This design comes from an exercise in tuning for a short achievable clock period and few clock cycles on the open sky130 flow, not from production work. In this exercise RTL edits were held to simulation tests only and were not proved equivalent to the original. No activity file was given, so power comes from the tool's default toggle rates.

===== config.mk =====
export PLATFORM = sky130hd
export DESIGN_NAME = cpu_top
export DESIGN_NICKNAME = cpu_top
export VERILOG_FILES = /design/flow/design.v
export SDC_FILE = /design/flow/constraint.sdc
export NUM_CORES = 4
export LEC_CHECK = 0
export ABC_CLOCK_PERIOD_IN_PS = 2400
export CAP_MARGIN = 20
export CORE_MARGIN = 2
export CORE_UTILIZATION = 40
export SETUP_SLACK_MARGIN = 2.6
export SLEW_MARGIN = 20

===== constraint.sdc =====
create_clock -name core_clock -period 5.0 [get_ports {clk}]
set_input_delay 1.0000 -clock core_clock [delete_from_list [all_inputs] [get_ports {clk}]]
set_output_delay 1.0000 -clock core_clock [all_outputs]
set_load 0.01 [all_outputs]

===== design.v =====
`timescale 1ns/1ps
package cpu_pkg;
    localparam int XLEN       = 16;
    localparam int REG_ADDR_W = 3;
    localparam int NUM_REGS   = 8;
    localparam int IMM_W      = 4;
    typedef enum logic [1:0] {
        CLASS_MEM  = 2'b00,
        CLASS_ALU  = 2'b01,
        CLASS_JUMP = 2'b10,
        CLASS_NOP  = 2'b11
    } instr_class_t;
    typedef enum logic [2:0] {
        ADD, SUB, AND, OR, XOR, SHL, SHR, SLT
    } alu_op_t;
    typedef enum logic [2:0] {
        J_NEVER, J_ALWAYS, J_ZERO, J_NONZERO, J_NEG
    } jump_cond_t;
    localparam logic [2:0] MEM_LOAD  = 3'd0;
    localparam logic [2:0] MEM_STORE = 3'd1;
    typedef struct packed {
        instr_class_t          cls;
        logic                  form;
        logic [2:0]            op;
        logic [REG_ADDR_W-1:0] dst;
        logic [REG_ADDR_W-1:0] rs1;
        logic [REG_ADDR_W-1:0] rs2;
        logic                  unused;
    } instr_reg_t;
    typedef struct packed {
        instr_class_t          cls;
        logic                  form;
        logic [2:0]            op;
        logic [REG_ADDR_W-1:0] dst;
        logic [REG_ADDR_W-1:0] rs1;
        logic [IMM_W-1:0]      imm;
    } instr_imm_t;
    typedef union packed {
        instr_reg_t r;
        instr_imm_t i;
    } instr_word_t;
    typedef enum logic [2:0] {
        ST_IDLE, ST_FETCH, ST_DECODE, ST_REG_READ,
        ST_EXECUTE, ST_MEMORY, ST_MEM_WAIT, ST_WRITEBACK
    } stage_t;
endpackage
`timescale 1ns/1ps
module alu (
    input  logic [cpu_pkg::XLEN-1:0] a,
    input  logic [cpu_pkg::XLEN-1:0] b,
    input  logic [7:0]               sel,
    input  logic                     sub,    
    output logic [cpu_pkg::XLEN-1:0] y
);
    logic [15:0] sum;
    logic        lt;
    assign sum = a + (b ^ {16{sub}}) + {15'd0, sub};
    assign lt  = (a[15] ^ b[15]) ? a[15] : sum[15];
    assign y = ({16{sel[0] | sel[1]}} & sum)
             | ({16{sel[2]}} & (a & b))
             | ({16{sel[3]}} & (a | b))
             | ({16{sel[4]}} & (a ^ b))
             | ({16{sel[5]}} & (a << b[3:0]))
             | ({16{sel[6]}} & (a >> b[3:0]))
             | ({16{sel[7]}} & {15'd0, lt});
endmodule
`timescale 1ns/1ps
module cpu_top (
    input  logic            clk,
    input  logic            rst,
    input  logic [cpu_pkg::XLEN-1:0] instr_in,
    input  logic [cpu_pkg::XLEN-1:0] pmem_data_in,
    output logic [cpu_pkg::XLEN-1:0] pc,
    output logic [cpu_pkg::XLEN-1:0] pmem_data_out,
    output logic [cpu_pkg::XLEN-1:0] pmem_addr_out,
    output logic            pmem_write
);
    localparam int BTB_N = 4;
    logic [15:0] fpc;                  
    logic        d_valid;              
    logic [15:0] d_pc, d_pc1;          
    logic [11:0] d_hi_p, d_hi_m;       
    logic        e_valid;              
    logic        e_park;               
    logic        e_park1;              
    logic [1:0]  e_cnt_a, e_cnt_b;     
    logic        e_fa, e_fb;           
    logic [15:0] e_pc1;                
    logic [15:0] e_pred;               
    logic [15:0] e_jtgt;               
    logic        e_mm_seq;             
    logic        e_alu, e_ld, e_st, e_jmp, e_jform, e_immf;
    logic        e_c_always, e_c_zero, e_c_nz, e_c_neg;
    logic [7:0]  e_sel;                
    logic        e_sub;
    logic        e_fbo;                
    logic [2:0]  e_dst;
    logic [7:0]  e_amask;              
    logic [7:0]  e_lmask;              
    logic [15:0] opa, opb, sdata;
    logic [7:0]  r_mask;               
    logic [15:0] r_res;
    logic [7:0]  m_lmask;              
    logic [7:0]  w_lmask;              
    logic [15:0] regs [8];
    logic [BTB_N-1:0] bt_v;
    logic [15:0] bt_pc  [BTB_N];
    logic [15:0] bt_tgt [BTB_N];
    logic [1:0]  bt_rr;
    logic [1:0]  cls;
    logic        form;
    logic [2:0]  op, dst, rs1, rs2, rb;
    logic [3:0]  imm;
    logic [15:0] imm_se;
    logic        is_alu, is_ld, is_st, is_jmp, immf, uses_a, uses_b;
    logic [7:0]  e_aq, e_lq, pend;
    logic        stall;
    logic [15:0] va, vb;
    logic [4:0]  lo_sum;
    logic [15:0] jtgt_d;
    assign cls    = instr_in[15:14];
    assign form   = instr_in[13];
    assign op     = instr_in[12:10];
    assign dst    = instr_in[9:7];
    assign rs1    = instr_in[6:4];
    assign rs2    = instr_in[3:1];
    assign imm    = instr_in[3:0];
    assign imm_se = {{12{imm[3]}}, imm};
    assign is_alu = (cls == 2'b01);
    assign is_ld  = (cls == 2'b00) && (op == 3'd0);
    assign is_st  = (cls == 2'b00) && (op == 3'd1);
    assign is_jmp = (cls == 2'b10);
    assign immf   = form || is_st;
    assign rb     = is_st ? dst : rs2;
    assign uses_a = is_alu || is_ld || is_st || (is_jmp && (op >= 3'd2) && (op <= 3'd4));
    assign uses_b = is_st || (!form && (is_alu || is_ld || (is_jmp && (op >= 3'd1) && (op <= 3'd4))));
    assign e_aq  = e_valid ? e_amask : 8'h0;
    assign e_lq  = e_valid ? e_lmask : 8'h0;
    assign pend  = e_lq | (m_lmask & ~e_aq);
    assign stall = (uses_a && pend[rs1]) || (uses_b && pend[rb]);
    always_comb begin
        if (r_mask[rs1])       va = r_res;
        else if (w_lmask[rs1]) va = pmem_data_in;
        else                   va = regs[rs1];
        if (r_mask[rb])        vb = r_res;
        else if (w_lmask[rb])  vb = pmem_data_in;
        else                   vb = regs[rb];
    end
    assign lo_sum = {1'b0, d_pc[3:0]} + {1'b0, imm};
    always_comb begin
        jtgt_d[3:0] = lo_sum[3:0];
        case ({imm[3], lo_sum[4]})
            2'b01:   jtgt_d[15:4] = d_hi_p;
            2'b10:   jtgt_d[15:4] = d_hi_m;
            default: jtgt_d[15:4] = d_pc[15:4];
        endcase
    end
    logic [15:0] a_x, b_x, sd_x, alu_y;
    assign a_x  = e_fa ? r_res : opa;
    assign b_x  = e_fbo ? r_res : opb;
    assign sd_x = e_fb ? r_res : sdata;
    alu i_alu (.a(a_x), .b(b_x), .sel(e_sel), .sub(e_sub), .y(alu_y));
    logic zero, take, mm_t, mispred;
    logic [15:0] actual;
    assign zero    = (a_x == 16'h0);
    assign take    = e_jmp && (e_c_always || (e_c_zero && zero) || (e_c_nz && !zero) ||
                               (e_c_neg && a_x[15]));
    assign mm_t    = e_jform ? (e_jtgt != e_pred) : (sd_x != e_pred);
    assign mispred = e_valid && (take ? mm_t : e_mm_seq);
    assign actual  = take ? (e_jform ? e_jtgt : sd_x) : e_pc1;
    logic [BTB_N-1:0] bhit_v;
    logic        bhit;
    logic [15:0] btgt, fpc1, fpc_n;
    always_comb begin
        btgt = '0;
        for (int i = 0; i < BTB_N; i++) begin
            bhit_v[i] = bt_v[i] && (bt_pc[i] == fpc);
            btgt = btgt | (bhit_v[i] ? bt_tgt[i] : 16'h0);
        end
    end
    assign bhit = |bhit_v;
    assign fpc1 = fpc + 16'd1;
    always_comb begin
        if (mispred)      fpc_n = actual;
        else if (e_park1) fpc_n = e_pred;
        else if (bhit)    fpc_n = btgt;
        else              fpc_n = fpc1;
    end
    assign pc = fpc;
    logic [15:0] e_pc;
    logic [BTB_N-1:0] e_hit_v;
    logic        e_hit;
    always_comb begin
        for (int i = 0; i < BTB_N; i++) e_hit_v[i] = bt_v[i] && (bt_pc[i] == e_pc);
    end
    assign e_hit = |e_hit_v;
    logic d_go, d_adv, d_park, p_ready;
    assign d_go    = d_valid && !mispred && !e_park;
    assign d_adv   = d_go && !stall;
    assign d_park  = d_go && stall;
    assign p_ready = (e_cnt_a <= 2'd1) && (e_cnt_b <= 2'd1);
    always_ff @(posedge clk or posedge rst) begin
        if (rst) begin
            fpc           <= '0;
            d_valid       <= 1'b0;
            e_valid       <= 1'b0;
            e_park        <= 1'b0;
            e_park1       <= 1'b0;
            r_mask        <= '0;
            m_lmask       <= '0;
            w_lmask       <= '0;
            pmem_write    <= 1'b0;
            pmem_addr_out <= '0;
            pmem_data_out <= '0;
            bt_v          <= '0;
            bt_rr         <= '0;
            for (int i = 0; i < 8; i++) regs[i] <= '0;
        end else begin
            fpc        <= fpc_n;
            d_valid    <= !mispred && !e_park1;
            e_valid    <= d_adv || (e_park && p_ready);
            e_park     <= d_park || (e_park && !p_ready);
            e_park1    <= d_park;
            r_mask     <= e_aq;
            m_lmask    <= e_lq;
            w_lmask    <= m_lmask;
            pmem_write    <= e_valid && e_st;
            pmem_addr_out <= a_x + b_x;
            pmem_data_out <= sd_x;
            for (int i = 0; i < 8; i++) begin
                if (r_mask[i])       regs[i] <= r_res;
                else if (w_lmask[i]) regs[i] <= pmem_data_in;
            end
            if (e_valid && e_jmp) begin
                if (take) begin
                    if (!e_hit) begin
                        bt_v[bt_rr] <= 1'b1;
                        bt_rr       <= bt_rr + 2'd1;
                    end
                end else begin
                    bt_v <= bt_v & ~e_hit_v;
                end
            end
        end
    end
    always_ff @(posedge clk) begin
        r_res  <= alu_y;
        d_pc   <= fpc;
        d_pc1  <= fpc1;
        d_hi_p <= fpc[15:4] + 12'd1;
        d_hi_m <= fpc[15:4] - 12'd1;
        if (e_park) begin
            if (e_park1 && e_fa) opa <= r_res;
            if (e_park1 && e_fb) begin
                sdata <= r_res;
                if (!e_immf) opb <= r_res;
            end
            if (e_cnt_a == 2'd1) opa <= pmem_data_in;
            if (e_cnt_b == 2'd1) begin
                sdata <= pmem_data_in;
                if (!e_immf) opb <= pmem_data_in;
            end
            e_fa    <= 1'b0;
            e_fb    <= 1'b0;
            e_fbo   <= 1'b0;
            e_cnt_a <= (e_cnt_a == 2'd0) ? 2'd0 : e_cnt_a - 2'd1;
            e_cnt_b <= (e_cnt_b == 2'd0) ? 2'd0 : e_cnt_b - 2'd1;
            e_amask <= e_alu ? (8'd1 << e_dst) : 8'd0;
            e_lmask <= e_ld ? (8'd1 << e_dst) : 8'd0;
        end else begin
            opa     <= va;
            opb     <= immf ? imm_se : vb;
            sdata   <= vb;
            e_fa    <= uses_a && e_aq[rs1];
            e_fb    <= uses_b && e_aq[rb];
            e_fbo   <= uses_b && e_aq[rb] && !immf;
            e_cnt_a <= !uses_a ? 2'd0 : e_lq[rs1] ? 2'd2 : pend[rs1] ? 2'd1 : 2'd0;
            e_cnt_b <= !uses_b ? 2'd0 : e_lq[rb] ? 2'd2 : pend[rb] ? 2'd1 : 2'd0;
            e_amask <= is_alu ? (8'd1 << dst) : 8'd0;
            e_lmask <= is_ld ? (8'd1 << dst) : 8'd0;
            e_pc       <= d_pc;
            e_pc1      <= d_pc1;
            e_pred     <= fpc;
            e_jtgt     <= jtgt_d;
            e_mm_seq   <= (d_pc1 != fpc);
            e_alu      <= is_alu;
            e_ld       <= is_ld;
            e_st       <= is_st;
            e_jmp      <= is_jmp;
            e_jform    <= form;
            e_immf     <= immf;
            e_c_always <= (op == 3'd1);
            e_c_zero   <= (op == 3'd2);
            e_c_nz     <= (op == 3'd3);
            e_c_neg    <= (op == 3'd4);
            e_sel      <= is_alu ? (8'd1 << op) : 8'd1;
            e_sub      <= is_alu && ((op == 3'd1) || (op == 3'd7));
            e_dst      <= dst;
        end
        if (e_valid && e_jmp && take) begin
            for (int i = 0; i < BTB_N; i++) begin
                if (e_hit ? e_hit_v[i] : (bt_rr == 2'(i))) begin
                    bt_pc[i]  <= e_pc;
                    bt_tgt[i] <= actual;
                end
            end
        end
    end
endmodule

===== run.sh =====
#!/bin/bash
# synth_recipe.tcl (not shown) runs the flow's synth.tcl, then flattens the netlist and writes it again
# the make line also repeats each setting of config.mk as NAME=value (left out here)
make -C /OpenROAD-flow-scripts/flow DESIGN_CONFIG=/design/flow/config.mk WORK_HOME=/design/flow/orfs CLKGATE_MAP_FILE= SYNTH_SCRIPT=/design/flow/synth_recipe.tcl finish

==> impl_metrics.yaml <==
status:
  status: "finished clean"
route:
  route.detailed.drc: 0
  routed_wl_um: 118500
  ant_nets: 0
  drt_iter0_markers: 3358
  dr.pass1.iters: 6
  via_per_inst: 6.095
  vias: 26696
  wl_per_cell_um: 27.06
worst_setup_path:
  critical_path_class: "register to register"
  worst-path-max-fanout: 28
  worstPathArrival_ns: 3.70
  cp_cell_sequence: "buf_12, mux2i_4, buf_12, buf_4, buf_4, mux4_2, mux2i_2, o21ai_2, nor4_1, a211oi_1"
  cp-start-kind: "register"
  required_ns: 5.46
  cp_top_family: "multiplexers"
  critical_path_buf_inv_count: 4
  critPathCaptureType: "register"
  cpPeakStageDelay_ns: 0.58
  critPathSlowestCell: "mux4_2"
clock_network:
  cts.sink_count: 568
  cts_hold_buf: 0
  htreeDepth: 3
  clk_pin_slew_ns: 0.06
  cts_tree: "built"
  insertion_delay_ns: 0.65
  clockBufferDepth: 3
  cts_root_buf: "clkbuf_16"
  cts_made_buffers: 66
layout:
  fillers: 6634
  syn_to_final_growth_pct: 29.03
  finalNetCount: 3383
  drive_above_1_share: 0.2600
  fin_area_mm2: 0.04060
  finalNonFillerCells: 4380
  utilization: 0.5224
placement:
  dp_hpwl_um: 74390
  gp_congestion: 0.9742
  placed_area_mm2: 0.03399
  port_buffers: 82
  dp.cells: 4023
sta:
  setup-violations-final: 0
  hold_viol_final: 0
  fin_skew_ns: 0.05568
  rsz0062_at_grt: "true"
  fin_crit_ns: 3.244
  drv_slew: 0
  max_slew_margin: 0.2726
  tns_ns: 0
  tightestPinTransition_ns: 1.091
  max_freq_mhz: 308.3
  finalCritPeriodShare: 0.6487
floorplan:
  start_util: 0.4048
  fp.dieArea_mm2: 0.08092
  pin_count: 83
  fp.dieH_um: 284.5
  core_mm2: 0.07772
  die_width_um: 284.5
  row_count: 102
power_and_ir_drop:
  ir_drop_uv: 364.7
  p_leak_nw: 15.22
  powerDensity_mw_per_mm2: 605.6
  power_mw: 24.59
global_route:
  grt_max_degree: 141
  overflow: 0
  grt_usage: 0.2787
  antenna_found_initial: 5
  grt_pass1_wl_um: 171400
  grt_pass1_vias: 25997
yosys:
  yosys_warnings: 4
  synth_cell_types: 89
  yosysTopAreaCell: "edfxtp_1"
  synth_common_cells: "nand2_1 (287), o21ai_0 (282), mux2i_1 (278)"
  synth.most_common_cell: "nand2_1"
  netlist_area_mm2: 0.03147
  synth_top_area_share: 0.2357
  seq_area_frac_synth: 0.4735
  ys_ff_latch: 568
  ys_top_cells_by_area: "edfxtp_1 (24%), dfrtp_1 (17%), mux2i_1 (8.8%), dfxtp_1 (7.0%), xnor2_1 (5.0%)"
  ys.flop_type: "edfxtp_1"
  async_reset_ff_frac: 0.3715
  synth_edf_count: 247
  syn_area_per_cell_um2: 10.26
  synthCells: 3068
  syn_nets: 3167
flow_run:
  maxCapViolCount: 0
hold_path:
  worst_hold_path_type: "register to register"
[cell families (layout without fill, tap and decap cells)]
kind of cell / Yosys count / after routing / share of synthesized area
compound gates: 769 / 769 / 0.1573
fa+ha+maj: 65 / 65 / 0.02656
buf+inv: 361 / 625 / 0.04553
mux: 356 / 358 / 0.1238
xor+xnor: 243 / 243 / 0.06764
simple gates: 706 / 710 / 0.1056
other cells: 0 / 2 / 0
flops: 568 / 568 / 0.4735
[report_power, final]
group | internal, mW | switching, mW | leakage [nW]
logic | 5.05 | 5.85 | 8.33
clock network | 2.64 | 2.14 | 1.03
registers | 6.85 | 2.06 | 5.86
total | 14.5 | 10.1 | 15.2
[worst register-to-register path, stage by stage (launching register included)]
cell and delay (ns):
dfxtp_4 0.46, buf_12 0.17, mux2i_4 0.25, buf_12 0.16, buf_4 0.13, buf_4 0.35, mux4_2 0.59, mux2i_2 0.29
o21ai_2 0.15, nor4_1 0.40, a211oi_1 0.13
[layout by cell type, fill, tap and decap left out, types with 57 or more instances in the layout]
| master | Yosys | layout |
|---|---|---|
| clkbuf_16 | 0 | 73 |
| nor2_1 | 170 | 153 |
| mux2i_1 | 278 | 217 |
| a22oi_1 | 67 | 57 |
| inv_1 | 105 | 96 |
| edfxtp_1 | 247 | 247 |
| dfrtp_1 | 211 | 189 |
| a21oi_1 | 123 | 84 |
| o21ai_0 | 282 | 219 |
| xnor2_1 | 178 | 172 |
| dfxtp_1 | 110 | 92 |
| xor2_1 | 65 | 63 |
| nand2_1 | 287 | 285 |
| buf_6 | 3 | 72 |
| buf_4 | 5 | 181 |
[flip-flops by register name, summed over array words and instances (netlist names), 11 cells and up]
register	count
regs	128
bt_pc	64
bt_tgt	64
d_pc1	16
d_pc	16
e_jtgt	16
e_pc1	16
e_pc	16
e_pred	16
fpc	16
opa	16
opb	16
pmem_addr_out	16
pmem_data_out	16
r_res	16
sdata	16
d_hi_m	12
d_hi_p	11
[metal layers]
layer,wire length (µm),track usage
met5,93,0
met4,5737,0.1184
met3,11190,0.05393
met2,52730,0.4300
met1,48770,0.3824
[path summary, 6_finish.rpt]
| check | from | endpoint | slack, ns | cells past startpoint |
|---|---|---|---|---|
| setup / recovery | e_fbo | r_res[0] | 1.76 | 10 |
| hold / removal | m_lmask[7] | w_lmask[7] | 0.38 | 0 |
| setup reg to reg | e_fbo | r_res[0] | 1.76 | 10 |
| hold reg to reg | m_lmask[7] | w_lmask[7] | 0.38 | 0 |
| max in group asynchronous | rst | w_lmask[4] | 2.89 | 3 |
| min in group asynchronous | rst | regs[0][6] | 0.79 | 2 |
[metrics by stage]
step | hold slack, ns | setup slack [ns]
floorplan | 0.3540 | 1.258
global placement | 0.3607 | 0.5561
detailed placement | 0.3744 | 0.4580
CTS | 0.3827 | 1.861
global route | 0.3925 | 1.644
finish | 0.3781 | 1.756
[cell type report]
class | instances | area, µm² | area share
sequential | 568 | 14980 | 0.3690
antenna | 2 | 5.005 | 0.0001233
timing repair buffer | 395 | 4308 | 0.1061
inverter | 108 | 425.4 | 0.01048
clock inverter | 27 | 307.8 | 0.007581
tap | 1040 | 1301 | 0.03205
multi-input combinational | 2145 | 17430 | 0.4293
clock buffer | 95 | 1841 | 0.04533
[timing repair]
| item | 4_1_cts | 5_1_grt |
|---|---|---|
| gates cloned | 17 | 7 |
| pin swaps | 120 | 74 |
| setup endpoints to repair | 371 | 327 |
| gates resized for setup | 548 | 146 |
| setup buffers | 163 | 46 |
Testbench counts, summed over its fixed seeds: cycles 32,199.

[what the ideal ports hide]
In the flow no input, the clock included, has a driving cell. The finished layout below was timed again as built, in two steps. Step 1 sets driving cells, clkbuf_16 on the clock port and buf_2 on the other inputs (assumed; they add their load-dependent delay and slew). Step 2, shift: input delay + t, output delay - t, t = (earliest + latest rising clock arrival at the registers) / 2. This alone moves slack from input paths to output paths. a / b / c = ideal ports / drivers / drivers and shift; a / b = the first two.
shift t [ns]: 0.686
slack for setup (ns): 1.756 / 1.756 / 1.133
cell pins on the clock port's net: 1
After both steps setup and hold are still met in this run. The setup slack of this run moves by 0.000 ns with the drivers and by -0.623 ns with both steps.
